Background: an optimization exercise with open tools, aiming at small area and a short achievable clock period. Do not read the settings as production practice. The RTL was checked by simulation tests, not by an equivalence proof against the original design. No activity file was given, so power comes from the tool's default toggle rates.

## flow/design.v (module list and top-level ports; edited modules follow where they fit)
// module aa: 121 lines
// module mul16: 1174 lines
module aa (
  input  logic        clk,
  input  logic        rst_n,
  input  logic        instr_valid,
  input  logic [31:0] instr,
  input  logic        ld_en,
  input  logic [4:0]  ld_addr,
  input  logic [15:0] ld_data,
  input  logic [4:0]  dbg_addr,
  output logic [15:0] dbg_data,
  output logic [15:0] sgpr,
  output logic        busy
);
  // ...
==> flow/run.sh <==
#!/bin/bash
# synth_recipe.tcl (not shown) runs the flow's synth.tcl, then flattens the netlist and writes it again
# the make line also repeats each setting of config.mk as NAME=value (left out here)
make -C /OpenROAD-flow-scripts/flow DESIGN_CONFIG=/design/flow/config.mk WORK_HOME=/design/flow/orfs CLKGATE_MAP_FILE= SYNTH_SCRIPT=/design/flow/synth_recipe.tcl finish
==> flow/config.mk <==
export PLATFORM = sky130hd
export DESIGN_NAME = aa
export DESIGN_NICKNAME = aa
export VERILOG_FILES = /design/flow/design.v
export SDC_FILE = /design/flow/constraint.sdc
export NUM_CORES = 4
export LEC_CHECK = 0
export CAP_MARGIN = 20
export CORE_MARGIN = 2
export CORE_UTILIZATION = 25
export CTS_BUF_LIST = sky130_fd_sc_hd__clkbuf_4 sky130_fd_sc_hd__clkbuf_8
export CTS_CLUSTER_DIAMETER = 60
export CTS_CLUSTER_SIZE = 20
export PLACE_DENSITY = 0.35
export SETUP_SLACK_MARGIN = 4.0
export SLEW_MARGIN = 20
==> flow/constraint.sdc <==
create_clock -name core_clock -period 10.0 [get_ports {clk}]
set_input_delay 2.0000 -clock core_clock [delete_from_list [all_inputs] [get_ports {clk}]]
set_output_delay 2.0000 -clock core_clock [all_outputs]
set_load 0.01 [all_outputs]
==> reports/qor.txt, run 1 <==
status: timing/DRC/antenna clean
Post-Syn Nets: 5008
commonest non-fill, non-tap cell in the layout: a22oi_1
Starting Density: 25.1%
CP cell instances: buf_8, nor3b_4, buf_4, buf_12, buf_8, a22oi_1, nand4_1, o21ai_0, o21ai_1, clkdlybuf4s15_1
fraction of area in multi-input gates: 55.9%
Fillers: 16700
DR top layer: met5
largest family of logic cells by synthesized area: compound AO/OA/AOI/OAI gates
post-route DRC violation count: 0
post-CTS resize count: 186
multi-input logic area: 26500 um2
layout clock buffer count: 95
Final nets: 5078
crit start category: input port
crit end category: primary output
Place WS: 2.10 ns
num rows: 145
share of power burned in registers: 41.2%
final wirelength: 334000 um
Worst Path Arrival: 4.03 ns
drt first pass iters: 10
GRT met2 Usage: 58.7%
sequential cells: 570
H-tree depth: 3
nonclk buf count: 406
Clock transition at path regs: 0.08 ns
hpwl dp: 202000 um
die span in y: 400 um
Synth Area in Simple Gates: 13.0%
pin count of the biggest net entering global routing: 44
==> run 2, diff against run 1 <==
--- a/flow/config.mk
+++ b/flow/config.mk
@@ -8,9 +8,9 @@
 export CAP_MARGIN = 20
 export CORE_MARGIN = 2
-export CORE_UTILIZATION = 25
+export CORE_UTILIZATION = 30
 export CTS_BUF_LIST = sky130_fd_sc_hd__clkbuf_4 sky130_fd_sc_hd__clkbuf_8
 export CTS_CLUSTER_DIAMETER = 60
 export CTS_CLUSTER_SIZE = 20
-export PLACE_DENSITY = 0.35
-export SETUP_SLACK_MARGIN = 4.0
+export PLACE_DENSITY = 0.36
+export SETUP_SLACK_MARGIN = 4.1
 export SLEW_MARGIN = 20
==> reports/qor.txt, run 2 <==
Die W: 365 um (was 400 um)
area of the mapped netlist: 39200 um2 (unchanged)
Hold Vio Cnt, Final: 0 (unchanged)
PD cells: 120 nW/um2 (about the same)
number of global-route vias before repair: 44000 (was 43600)
IO Port Bufs: 94 (unchanged)
Worst Path Arrival: 3.96 ns (was 4.03 ns)
Worst Setup SP: dbg_addr[1] (was dbg_addr[2])
Mean Syn Cell Area: 8.35 um2 (unchanged)
max frequency: 168 MHz (was 166 MHz)
worst rel slew slack: 9.33% (was 15.3%)
Worst Hold Path Cells: 2 (unchanged)
Unique masters post-synth: 83 (unchanged)
final wirelength: 321000 um (was 334000 um)
CP cell instances: buf_12, nor3b_4, buf_4, buf_16, a22o_1, a221oi_1, nand4_1, o21ai_2, o21ai_2, buf_2 (was buf_8, nor3b_4, buf_4, buf_12, buf_8, a22oi_1, nand4_1, o21ai_0, o21ai_1, clkdlybuf4s15_1)
Cell Count, Final, Fillers Out: 6636 (was 6927)
async set-or-reset flop fraction in the synthesized netlist: 0% (unchanged)
highest cell delay on the worst timing path: 0.34 ns (was 0.30 ns)
Fillers: 13700 (was 16700)
Starting Density: 30.2% (was 25.1%)
Num Clock Sinks: 570 (unchanged)
final core occ: 36.5% (was 30.4%)
CP top delay family: buffers and inverters (unchanged)
crit end category: primary output (unchanged)
Worst Hold Class: reg -> reg (unchanged)
CP most frequent cell: o21ai_2 (was buf_8)
die span in y: 365 um (was 400 um)
Synth area leader: dfxtp_1 (unchanged)
most frequent cell after synthesis: a22oi_1 (unchanged)
number of top-level pins: 95 (unchanged)
crit start category: input port (unchanged)
final setup TNS: 0 ns (unchanged)
post-route DRC violation count: 0 (unchanged)
first-pass GRT wire length: 420000 um (was 433000 um)
GPL Wtd Cong: 1.01 (was 0.988)
synth top area cells: dfxtp_1, a22oi_1, fa_1, o21ai_0, and2_1 (unchanged)
commonest cells after routing, fill and taps aside: a22oi_1, dfxtp_1, o21ai_0 (unchanged)
RSZ-0062 raised after global routing: yes (unchanged)
CTS Buf Count: 84 (was 85)
post-synthesis register bit count: 570 (unchanged)
wire per inst: 48.4 um (was 48.2 um)
layout cell share with drive strength beyond 1: 15.8% (was 15.4%)
Clock Skew: 0.114 ns (was 0.0820 ns)
peak supply drop: 0.000100 V (was 0.000115 V)
Root Driver: clkbuf_8 (unchanged)
hpwl dp: 188000 um (was 202000 um)
max-cap check violation count: 0 (unchanged)
status: timing/DRC/antenna clean (unchanged)
pin count of the biggest net entering global routing: 37 (was 44)
Least-Margin Pin Slew: 1.36 ns (was 1.26 ns)
Area Growth Syn to Fin: 20.5% (was 20.9%)
hold_sp: GPR[29][7] (was GPR[2][13])
synth warn: 3 (unchanged)
Vias/cell: 7.25 (was 6.87)
static leakage: 17.1 nW (was 16.9 nW)
Clock transition at path regs: 0.08 ns (about the same)
CTS tree: done (unchanged)
initial antenna violation count: 53 (was 40)
DR iter-0 viols: 8600 (was 8171)
multi-input logic area: 26600 um2 (was 26500 um2)
Final nets: 5089 (was 5078)
Overflow after GRT: 0 (unchanged)
Worst Path Required: 8.00 ns (about the same)
Gate Count Post-Synth: 4690 (unchanged)
num rows: 132 (was 145)
core box area: 129000 um2 (was 156000 um2)
reg-to-reg startpoint: x_b[13] (unchanged)
Slew Viols, Final: 0 (unchanged)
Crit Path Class: in -> out (unchanged)
commonest non-fill, non-tap cell in the layout: a22oi_1 (unchanged)
reg2reg setup slack: 4.07 ns (was 4.00 ns)
Post-Syn Nets: 5008 (unchanged)
die area: 133000 um2 (was 160000 um2)
critical-path maximum fanout: 16 (was 19)
dpl cells: 6351 (was 6666)
final worst-path cycle share: 59.6% (was 60.3%)
worst r2r dst: SGPR[14] (unchanged)
Largest register FFs: 512 (unchanged)
Primary FF master, synth: dfxtp_1 (unchanged)
DR vias: 48100 (was 47600)
clock latency (worst-skew pair): 0.90 ns (was 0.91 ns)
Post-synth EDFFs: 0 (unchanged)
Clock Tree Buf Depth: 3 (unchanged)
top-area cell type share of the netlist area: 29.1% (unchanged)
Setup-failing EPs final: 0 (unchanged)
drt first pass iters: 9 (was 10)
Largest Register: GPR (unchanged)
GR Util All Layers: 47.0% (was 40.5%)
Commonest cells post-synth: a22oi_1, dfxtp_1, o21ai_0 (unchanged)
ANT nets after route: 0 (unchanged)
Worst Path Buf+Inv: 4 (was 5)
cell count of the worst reg-to-reg path: 20 (was 21)
H-tree depth: 3 (unchanged)
sequential-to-total area share from yosys stat: 29.1% (unchanged)
Slowest cell on crit path: o21ai_2 (was o21ai_1)
Reg area: 11400 um2 (about the same)
min Tclk post-route: 5.96 ns (was 6.03 ns)
Hold EP: GPR[29][7] (was GPR[2][13])
[run 2: cell counts after synthesis]
Identical to the previous run, type by type.
[run 2: metrics by stage]
stage | cell area, um2 | power, mW | hold WS, ns | worst slack (ns)
detailed placement | 43700 | 3.16 | 0.538 | 2.27
floorplan | 39200 | 2.69 | 0.483 | 4.19
CTS | 46800 | 5.57 | 0.564 | 4.01
finish | 47200 | 5.65 | 0.565 | 4.04
global placement | 43700 | 3.16 | 0.542 | 2.31
global route | 47100 | 5.72 | 0.604 | 3.87
[run 2: worst register-to-register path, cell delays in order, from the launching register on]
cell and delay, ns:
dfxtp_2 0.33, buf_12 0.14, and2_1 0.18, fa_1 0.54
inv_1 0.05, fa_1 0.49, inv_1 0.05, fa_1 0.47
inv_1 0.05, fa_1 0.40, fa_1 0.51, fa_1 0.50
inv_1 0.07, ha_1 0.39, a21oi_2 0.21, o21ai_1 0.17
or3_4 0.36, o211ai_1 0.21, a21oi_1 0.12, or3_1 0.32
a31o_2 0.24
[run 2: kinds of logic after synthesis]
| group | count (synthesis) | synth area share, % |
|---|---|---|
| compound gates | 2120 | 37.5 |
| simple gates | 992 | 13.0 |
| flops | 570 | 29.1 |
| fa+ha+maj | 256 | 12.0 |
| mux | 8 | 0.246 |
| buf+inv | 684 | 6.82 |
| xor+xnor | 60 | 1.34 |
[run 2: layer usage]
metal  wire, um  global-route usage [%]  vias up
li1           -                       -    18000
met1     117000                    54.6    24000
met2     129000                    65.3     4455
met3      43000                    21.3     1554
met4      31700                    39.2       26
met5        455                    1.71        -
[run 2: area by class of cell]
class / count / area share [%]
repair buffers: 419 / 8.28
clock inverters: 63 / 1.60
diodes: 53 / 0.281
clock buffers: 93 / 2.67
multi-input cells: 3442 / 56.3
inverters: 254 / 2.02
well taps: 1742 / 4.62
flip-flops and latches: 570 / 24.2
[run 2: how the worst max path moves through the flow]
stage | to | slack (ns) | depth (start not counted)
after floorplan | dbg_data[1] | 4.19 | 8
after CTS | SGPR[14] | 4.01 | 19
final | dbg_data[7] | 4.04 | 10
after global placement | dbg_data[15] | 2.31 | 8
after global routing | SGPR[14] | 3.87 | 19
after detailed placement | dbg_data[15] | 2.27 | 8
[run 2: where the power goes]
| group | internal (mW) | switching, mW | leakage, nW |
|---|---|---|---|
| logic | 0.209 | 0.693 | 11.5 |
| clock network | 1.11 | 1.30 | 0.992 |
| registers | 2.29 | 0.0412 | 4.61 |
[run 2: repair_timing]
action / CTS / global route
hold buffers: 0 / 0
setup buffers: 49 / 12
pin swaps: 30 / 17
cloned: 11 / 4
setup endpoints to repair: 114 / 90
resized for setup: 198 / 46
==> run 3, diff against run 2 <==
==> flow/flow/run.sh (new file) <==
#!/bin/bash
set -e
export CTS_ARGS="-sink_clustering_enable -repair_clock_nets -sink_clustering_size 16 -sink_clustering_max_diameter 50 -buf_list {sky130_fd_sc_hd__clkbuf_4 sky130_fd_sc_hd__clkbuf_8} -dont_use_dummy_load"
bash standard.sh > standard.log 2>&1
==> flow/standard.sh (new file) <==
#!/bin/bash
# synth_recipe.tcl (not shown) runs the flow's synth.tcl, then flattens the netlist and writes it again
# the make line also repeats each setting of config.mk as NAME=value (left out here)
make -C /OpenROAD-flow-scripts/flow DESIGN_CONFIG=/design/flow/config.mk WORK_HOME=/design/flow/orfs CLKGATE_MAP_FILE= SYNTH_SCRIPT=/design/flow/synth_recipe.tcl "${@:-finish}"
--- a/flow/config.mk
+++ b/flow/config.mk
@@ -10,6 +10,6 @@
 export CORE_UTILIZATION = 30
 export CTS_BUF_LIST = sky130_fd_sc_hd__clkbuf_4 sky130_fd_sc_hd__clkbuf_8
-export CTS_CLUSTER_DIAMETER = 60
-export CTS_CLUSTER_SIZE = 20
+export CTS_CLUSTER_DIAMETER = 50
+export CTS_CLUSTER_SIZE = 16
 export PLACE_DENSITY = 0.36
 export SETUP_SLACK_MARGIN = 4.1
removed: flow/run.sh
==> reports/qor.txt, run 3 <==
status: timing/DRC/antenna clean (unchanged)
hpwl dp: 188000 um (unchanged)
Area Growth Syn to Fin: 18.8% (was 20.5%)
Final nets: 5107 (was 5089)
Worst Path Arrival: 6.65 ns (was 3.96 ns)
Num Clock Sinks: 570 (unchanged)
DR vias: 47900 (was 48100)
Clock Skew: 0.133 ns (was 0.114 ns)
Reg area: 11400 um2 (about the same)
first-pass GRT wire length: 420000 um (about the same)
post-synthesis register bit count: 570 (unchanged)
most frequent cell after synthesis: a22oi_1 (unchanged)
drt first pass iters: 11 (was 9)
worst r2r dst: SGPR[14] (unchanged)
critical-path maximum fanout: 11 (was 16)
Root Driver: clkbuf_8 (unchanged)
top-area cell type share of the netlist area: 29.1% (unchanged)
Worst Path Required: 10.70 ns (was 8.00 ns)
Primary FF master, synth: dfxtp_1 (unchanged)
hold_sp: GPR[22][3] (was GPR[29][7])
Worst Hold Path Cells: 2 (unchanged)
worst rel slew slack: 6.66% (was 9.33%)
Slew Viols, Final: 0 (unchanged)
Synth area leader: dfxtp_1 (unchanged)
Crit Path Class: in -> reg (was in -> out)
Clock transition at path regs: 0.05 ns (was 0.08 ns)
Worst Hold Class: reg -> reg (unchanged)
mux cell area share after synthesis: 0.246% (unchanged)
max frequency: 168 MHz (about the same)
Synth Area in Simple Gates: 13.0% (unchanged)
Commonest cells post-synth: a22oi_1, dfxtp_1, o21ai_0 (unchanged)
crit end category: register (was primary output)
initial antenna violation count: 56 (was 53)
async set-or-reset flop fraction in the synthesized netlist: 0% (unchanged)
CP top delay family: simple AND/OR/NAND/NOR gates (was buffers and inverters)
layout cell share with drive strength beyond 1: 14.8% (was 15.8%)
Final Power: 5.06 mW (was 5.65 mW)
peak supply drop: 0.000102 V (was 0.000100 V)
sequential-to-total area share from yosys stat: 29.1% (unchanged)
ANT nets after route: 0 (unchanged)
pin count of the biggest net entering global routing: 37 (unchanged)
static leakage: 16.8 nW (was 17.1 nW)
IO Port Bufs: 94 (unchanged)
area of the mapped netlist: 39200 um2 (unchanged)
reg2reg setup slack: 4.08 ns (was 4.07 ns)
Fillers: 13800 (was 13700)
CTS tree: done (unchanged)
num rows: 132 (unchanged)
cell count of the worst reg-to-reg path: 19 (was 20)
Die W: 365 um (unchanged)
final worst-path cycle share: 59.5% (was 59.6%)
number of global-route vias before repair: 44200 (was 44000)
wire per inst: 48.9 um (was 48.4 um)
Post-Syn Nets: 5008 (unchanged)
commonest cells after routing, fill and taps aside: a22oi_1, dfxtp_1, o21ai_0 (unchanged)
die area: 133000 um2 (unchanged)
Overflow after GRT: 0 (unchanged)
Vias/cell: 7.29 (was 7.25)
CTS Buf Count: 91 (was 84)
cts hold-fix bufs: 0 (unchanged)
final setup TNS: 0 ns (unchanged)
PD cells: 109 nW/um2 (was 120 nW/um2)
Synth Area in XOR/XNOR: 1.34% (unchanged)
GR Util All Layers: 47.0% (about the same)
H-tree depth: 3 (unchanged)
Largest register FFs: 512 (unchanged)
Setup-failing EPs final: 0 (unchanged)
synth warn: 3 (unchanged)
CP cell instances: clkdlybuf4s50_1, or3b_2, nor2_2, buf_4, a22oi_1, nand2_1, nor4_1, or4b_1, a222oi_1, o21ai_0 (was buf_12, nor3b_4, buf_4, buf_16, a22o_1, a221oi_1, nand4_1, o21ai_2, o21ai_2, buf_2)
Slowest cell on crit path: nor2_2 (was o21ai_2)
largest family of logic cells by synthesized area: compound AO/OA/AOI/OAI gates (unchanged)
Mean Syn Cell Area: 8.35 um2 (unchanged)
Hold EP: GPR[22][3] (was GPR[29][7])
Clock Tree Buf Depth: 3 (unchanged)
Compound-Gate Fraction of Synth Area: 37.5% (unchanged)
Largest Register: GPR (unchanged)
Gate Count Post-Synth: 4690 (unchanged)
RSZ-0062 raised after global routing: yes (unchanged)
DR iter-0 viols: 8692 (was 8600)
Starting Density: 30.2% (unchanged)
post-route DRC violation count: 0 (unchanged)
number of top-level pins: 95 (unchanged)
GPL Wtd Cong: 1.01 (unchanged)
reg-to-reg startpoint: x_b[10] (was x_b[13])
clock latency (worst-skew pair): 0.92 ns (was 0.90 ns)
final core occ: 35.9% (was 36.5%)
crit start category: input port (unchanged)
Least-Margin Pin Slew: 1.40 ns (was 1.36 ns)
commonest non-fill, non-tap cell in the layout: a22oi_1 (unchanged)
core box area: 129000 um2 (unchanged)
Worst Path Buf+Inv: 2 (was 4)
min Tclk post-route: 5.95 ns (was 5.96 ns)
max-cap check violation count: 0 (unchanged)
final wirelength: 322000 um (was 321000 um)
multi-input logic area: 26600 um2 (about the same)
Unique masters post-synth: 83 (unchanged)
synth top area cells: dfxtp_1, a22oi_1, fa_1, o21ai_0, and2_1 (unchanged)
Hold Vio Cnt, Final: 0 (unchanged)
die span in y: 365 um (unchanged)
adder and majority cell fraction of the synthesized area: 12.0% (unchanged)
Post-synth EDFFs: 0 (unchanged)
highest cell delay on the worst timing path: 1.07 ns (was 0.34 ns)
run 3: stage by stage:
stage	cell area, um2	std cells	hold slack [ns]	worst slack (ns)
3_5_place_dp	43700	6351	0.538	2.27
6_report	46500	6570	0.564	4.05
3_3_place_gp	43700	6350	0.542	2.31
4_1_cts	46100	6517	0.561	4.03
2_1_floorplan	39200	4690	0.483	4.19
5_1_grt	46500	6533	0.597	3.88
run 3: how the worst max path moves through the flow:
stage / startpoint / end / slack, ns / depth (start not counted)
2_1_floorplan: dbg_addr[0] / dbg_data[1] / 4.19 / 8
3_3_place_gp: dbg_addr[2] / dbg_data[15] / 2.31 / 8
3_5_place_dp: dbg_addr[2] / dbg_data[15] / 2.27 / 8
4_1_cts: dbg_addr[0] / dbg_data[11] / 4.03 / 9
5_1_grt: x_b[10] / SGPR[14] / 3.88 / 19
6_report: instr[15] / x_b[6] / 4.05 / 10
run 3: kinds of logic after synthesis:
family | Yosys count
compound gates | 2120
xor+xnor | 60
fa+ha+maj | 256
buf+inv | 684
flops | 570
mux | 8
simple gates | 992
run 3: power by group:
| group | switching, mW | internal, mW | leakage, nW | total (mW) |
|---|---|---|---|---|
| Combinational | 0.696 | 0.211 | 11.5 | 0.907 |
| Sequential | 0.0394 | 2.29 | 4.61 | 2.33 |
| Clock | 1.03 | 0.795 | 0.655 | 1.82 |
| Total | 1.76 | 3.30 | 16.8 | 5.06 |
run 3: tightest hold or removal path, cell delays in order (launching register included):
cell     delay [ns]
dfxtp_1        0.38
a22oi_1        0.08
o21ai_0        0.07
run 3: layer usage:
layer | share of wire [%] | GRT usage [%] | vias to the layer above
li1 | - | - | 17900
met1 | 36 | 54.7 | 23900
met2 | 40 | 65.4 | 4496
met3 | 14 | 21.7 | 1573
met4 | 9.7 | 38.6 | 24
met5 | 0.084 | 0 | -
run 3: layout make-up:
cell class	instances	share of cell area, %
well taps	1742	4.68
multi-input cells	3442	57.2
clock buffers	91	2.69
diodes	41	0.220
flip-flops and latches	570	24.6
repair buffers	430	8.62
inverters	254	2.05
run 3: repair_timing:
item                                   in CTS  in global routing
cloned                                     11                  4
pin swaps                                  35                 14
resized for setup                         196                 48
setup endpoints to repair                 129                 74
buffers inserted                           64                  6
endpoints found under the hold margin       0                  0
==> run 4, diff against run 3 <==
--- a/flow/config.mk
+++ b/flow/config.mk
@@ -8,9 +8,9 @@
 export CAP_MARGIN = 20
 export CORE_MARGIN = 2
-export CORE_UTILIZATION = 30
+export CORE_UTILIZATION = 25
 export CTS_BUF_LIST = sky130_fd_sc_hd__clkbuf_4 sky130_fd_sc_hd__clkbuf_8
 export CTS_CLUSTER_DIAMETER = 50
 export CTS_CLUSTER_SIZE = 16
-export PLACE_DENSITY = 0.36
-export SETUP_SLACK_MARGIN = 4.1
+export PLACE_DENSITY = 0.35
+export SETUP_SLACK_MARGIN = 4.2
 export SLEW_MARGIN = 20
==> reports/qor.txt, run 4 <==
final worst-path cycle share: 59.9% (was 59.5%)
ANT nets after route: 0 (unchanged)
initial antenna violation count: 49 (was 56)
pin count of the biggest net entering global routing: 47 (was 37)
Starting Density: 25.1% (was 30.2%)
most frequent cell after synthesis: a22oi_1 (unchanged)
clock latency (worst-skew pair): 0.87 ns (was 0.92 ns)
Gate Count Post-Synth: 4690 (unchanged)
Overflow after GRT: 0 (unchanged)
Largest Register: GPR (unchanged)
Crit Path Class: in -> reg (unchanged)
Die W: 400 um (was 365 um)
Clock Skew: 0.0973 ns (was 0.133 ns)
Unique masters post-synth: 83 (unchanged)
final core occ: 30.5% (was 35.9%)
layout cell share with drive strength beyond 1: 16.0% (was 14.8%)
num rows: 145 (was 132)
highest cell delay on the worst timing path: 1.06 ns (was 1.07 ns)
layer with the highest usage: met2 (unchanged)
final wirelength: 338000 um (was 322000 um)
hold_sp: GPR[29][7] (was GPR[22][3])
Area Growth Syn to Fin: 21.4% (was 18.8%)
met3 usage: 16.6% (was 21.7%)
top-area cell type share of the netlist area: 29.1% (unchanged)
PD cells: 108 nW/um2 (was 109 nW/um2)
Post-Syn Nets: 5008 (unchanged)
Worst Hold Class: reg -> reg (unchanged)
GR Util All Layers: 40.8% (was 47.0%)
wire per inst: 49.0 um (was 48.9 um)
synth top area cells: dfxtp_1, a22oi_1, fa_1, o21ai_0, and2_1 (unchanged)
H-tree depth: 3 (unchanged)
area of the mapped netlist: 39200 um2 (unchanged)
async set-or-reset flop fraction in the synthesized netlist: 0% (unchanged)
CP cell instances: clkdlybuf4s50_1, nand3_1, nor2_2, buf_4, a22oi_1, nand2_1, nor4_1, or4b_1, a222oi_1, o21ai_0 (was clkdlybuf4s50_1, or3b_2, nor2_2, buf_4, a22oi_1, nand2_1, nor4_1, or4b_1, a222oi_1, o21ai_0)
Slew Viols, Final: 0 (unchanged)
drt first pass iters: 13 (was 11)
Worst Path Arrival: 6.62 ns (was 6.65 ns)
Num Clock Sinks: 570 (unchanged)
Vias/cell: 6.92 (was 7.29)
Worst Path Required: 10.63 ns (was 10.70 ns)
sequential-to-total area share from yosys stat: 29.1% (unchanged)
status: timing/DRC/antenna clean (unchanged)
commonest non-fill, non-tap cell in the layout: a22oi_1 (unchanged)
Place WS: 1.99 ns (was 2.27 ns)
worst rel slew slack: 9.09% (was 6.66%)
hpwl dp: 197000 um (was 188000 um)
crit start category: input port (unchanged)
Final Power: 5.16 mW (was 5.06 mW)
static leakage: 17.0 nW (was 16.8 nW)
Slowest cell on crit path: clkdlybuf4s50_1 (was nor2_2)
post-synthesis register bit count: 570 (unchanged)
DR vias: 47700 (was 47900)
final setup TNS: 0 ns (unchanged)
Root Driver: clkbuf_8 (unchanged)
die span in y: 400 um (was 365 um)
Worst Setup SP: instr[15] (unchanged)
first-pass GRT wire length: 436000 um (was 420000 um)
IO Port Bufs: 94 (unchanged)
min Tclk post-route: 5.99 ns (was 5.95 ns)
GR Util met1: 48.3% (was 54.7%)
Synth area leader: dfxtp_1 (unchanged)
Least-Margin Pin Slew: 1.36 ns (was 1.40 ns)
reg-to-reg startpoint: x_b[14] (was x_b[10])
peak supply drop: 0.0000926 V (was 0.000102 V)
Largest register FFs: 512 (unchanged)
post-route DRC violation count: 0 (unchanged)
core box area: 156000 um2 (was 129000 um2)
max-cap check violation count: 0 (unchanged)
dpl cells: 6647 (was 6351)
GPL Wtd Cong: 0.959 (was 1.01)
crit end category: register (unchanged)
Mean Syn Cell Area: 8.35 um2 (unchanged)
die area: 160000 um2 (was 133000 um2)
number of global-route vias before repair: 44300 (was 44200)
DR iter-0 viols: 7859 (was 8692)
setup ws final: 4.01 ns (was 4.05 ns)
Clock Tree Buf Depth: 3 (unchanged)
CP top delay family: simple AND/OR/NAND/NOR gates (unchanged)
commonest cells after routing, fill and taps aside: a22oi_1, dfxtp_1, o21ai_0 (unchanged)
Cell Count, Final, Fillers Out: 6895 (was 6570)
Hold Vio Cnt, Final: 0 (unchanged)
Post-synth EDFFs: 0 (unchanged)
number of top-level pins: 95 (unchanged)
Commonest cells post-synth: a22oi_1, dfxtp_1, o21ai_0 (unchanged)
Setup-failing EPs final: 0 (unchanged)
max frequency: 167 MHz (was 168 MHz)
Final nets: 5119 (was 5107)
Primary FF master, synth: dfxtp_1 (unchanged)
CTS Buf Count: 95 (was 91)
critical-path maximum fanout: 11 (unchanged)
Worst Path Buf+Inv: 2 (unchanged)
synth warn: 3 (unchanged)
Clock transition at path regs: 0.06 ns (was 0.05 ns)
GRT met2 Usage: 59.1% (was 65.4%)
RSZ-0062 raised after global routing: yes (unchanged)
CTS tree: done (unchanged)
==> run 4: final timing paths <==
path	end	slack [ns]	cells past startpoint
worst max-delay path	x_b[6]	4.01	10
worst min-delay path	GPR[29][7]	0.55	2
worst max register to register	SGPR[14]	4.06	20
worst min register to register	GPR[29][7]	0.55	2
==> run 4: worst min-delay path, stage by stage (launching register included) <==
cell and delay (ns):
dfxtp_1 0.38, a22oi_1 0.08, o21ai_0 0.07
==> run 4: cells by family (layout without fill, tap and decap cells) <==
group	count (synthesis)	count (layout)	synth area share, %
buf+inv	684	782	6.82
mux	8	8	0.246
xor+xnor	60	60	1.34
compound gates	2120	2121	37.5
simple gates	992	1002	13.0
flops	570	570	29.1
fa+ha+maj	256	256	12.0
other cells	0	38	0
==> run 4: final cells by class <==
type	instances	area [um2]
fillers	16500	108000
multi-input cells	3447	26900
flip-flops and latches	570	11400
repair buffers	433	4320
well taps	2058	2570
clock buffers	95	1310
inverters	254	953
diodes	38	95.1
==> run 4: layer usage <==
metal	share of wire (%)	wire length [um]	vias up
met1	37	126000	24000
li1	-	-	18000
met3	13	42200	1438
met4	8.6	28900	28
met5	0.094	318	-
met2	42	141000	4283
==> run 4: report_power, final <==
part | total [mW] | internal [mW] | switching, mW
logic | 0.956 | 0.234 | 0.721
registers | 2.34 | 2.29 | 0.0476
clock network | 1.86 | 0.828 | 1.03
==> run 4: through the flow <==
step	hold WS, ns	instance area [um2]
2_1_floorplan	0.483	39200
3_3_place_gp	0.533	43900
3_5_place_dp	0.528	43900
4_1_cts	0.540	46700
5_1_grt	0.573	47500
6_report	0.550	47500
==> run 4: repair_timing <==
action                     4_1_cts  5_1_grt
hold buffers                     0        0
pin swaps                       27       38
setup endpoints to repair      235      189
gates cloned                    19        6
setup buffers                   66       23
gates resized for setup        237      113

[afterwards: timing with drivers on the ports]
How much do the figures lean on ideal ports? The routed layouts below were timed once more, with nothing changed but the port constraints.
Step 1, drivers: a clkbuf_16 drives clk and a buf_2 each remaining input, both assumed.
Step 2 also shifts input and output timing later by t, the mid clock arrival at the registers, as if the neighbouring blocks saw the same clock.
Slacks: no drivers / after step 1 / after step 2; pairs: no drivers / after step 1.
run	t (ns)	setup slack, ns	worst setup path after step 2	slew at the worst register clock pin (ns)	cell pins on the clock port's net
run 1	0.943	3.969 / 3.833 / 3.428	input to register	0.12 / 0.12	1
run 2	0.912	4.043 / 3.961 / 3.417	input to register	0.12 / 0.12	1
run 3	0.928	4.051 / 3.984 / 3.175	input to register	0.09 / 0.09	1
run 4	0.892	4.006 / 3.925 / 3.145	input to register	0.10 / 0.10	1
After both steps setup and hold are still met in every run listed. For run 3, which loses most, drivers alone change the setup slack by -0.067 ns; drivers and shift together by -0.876 ns.
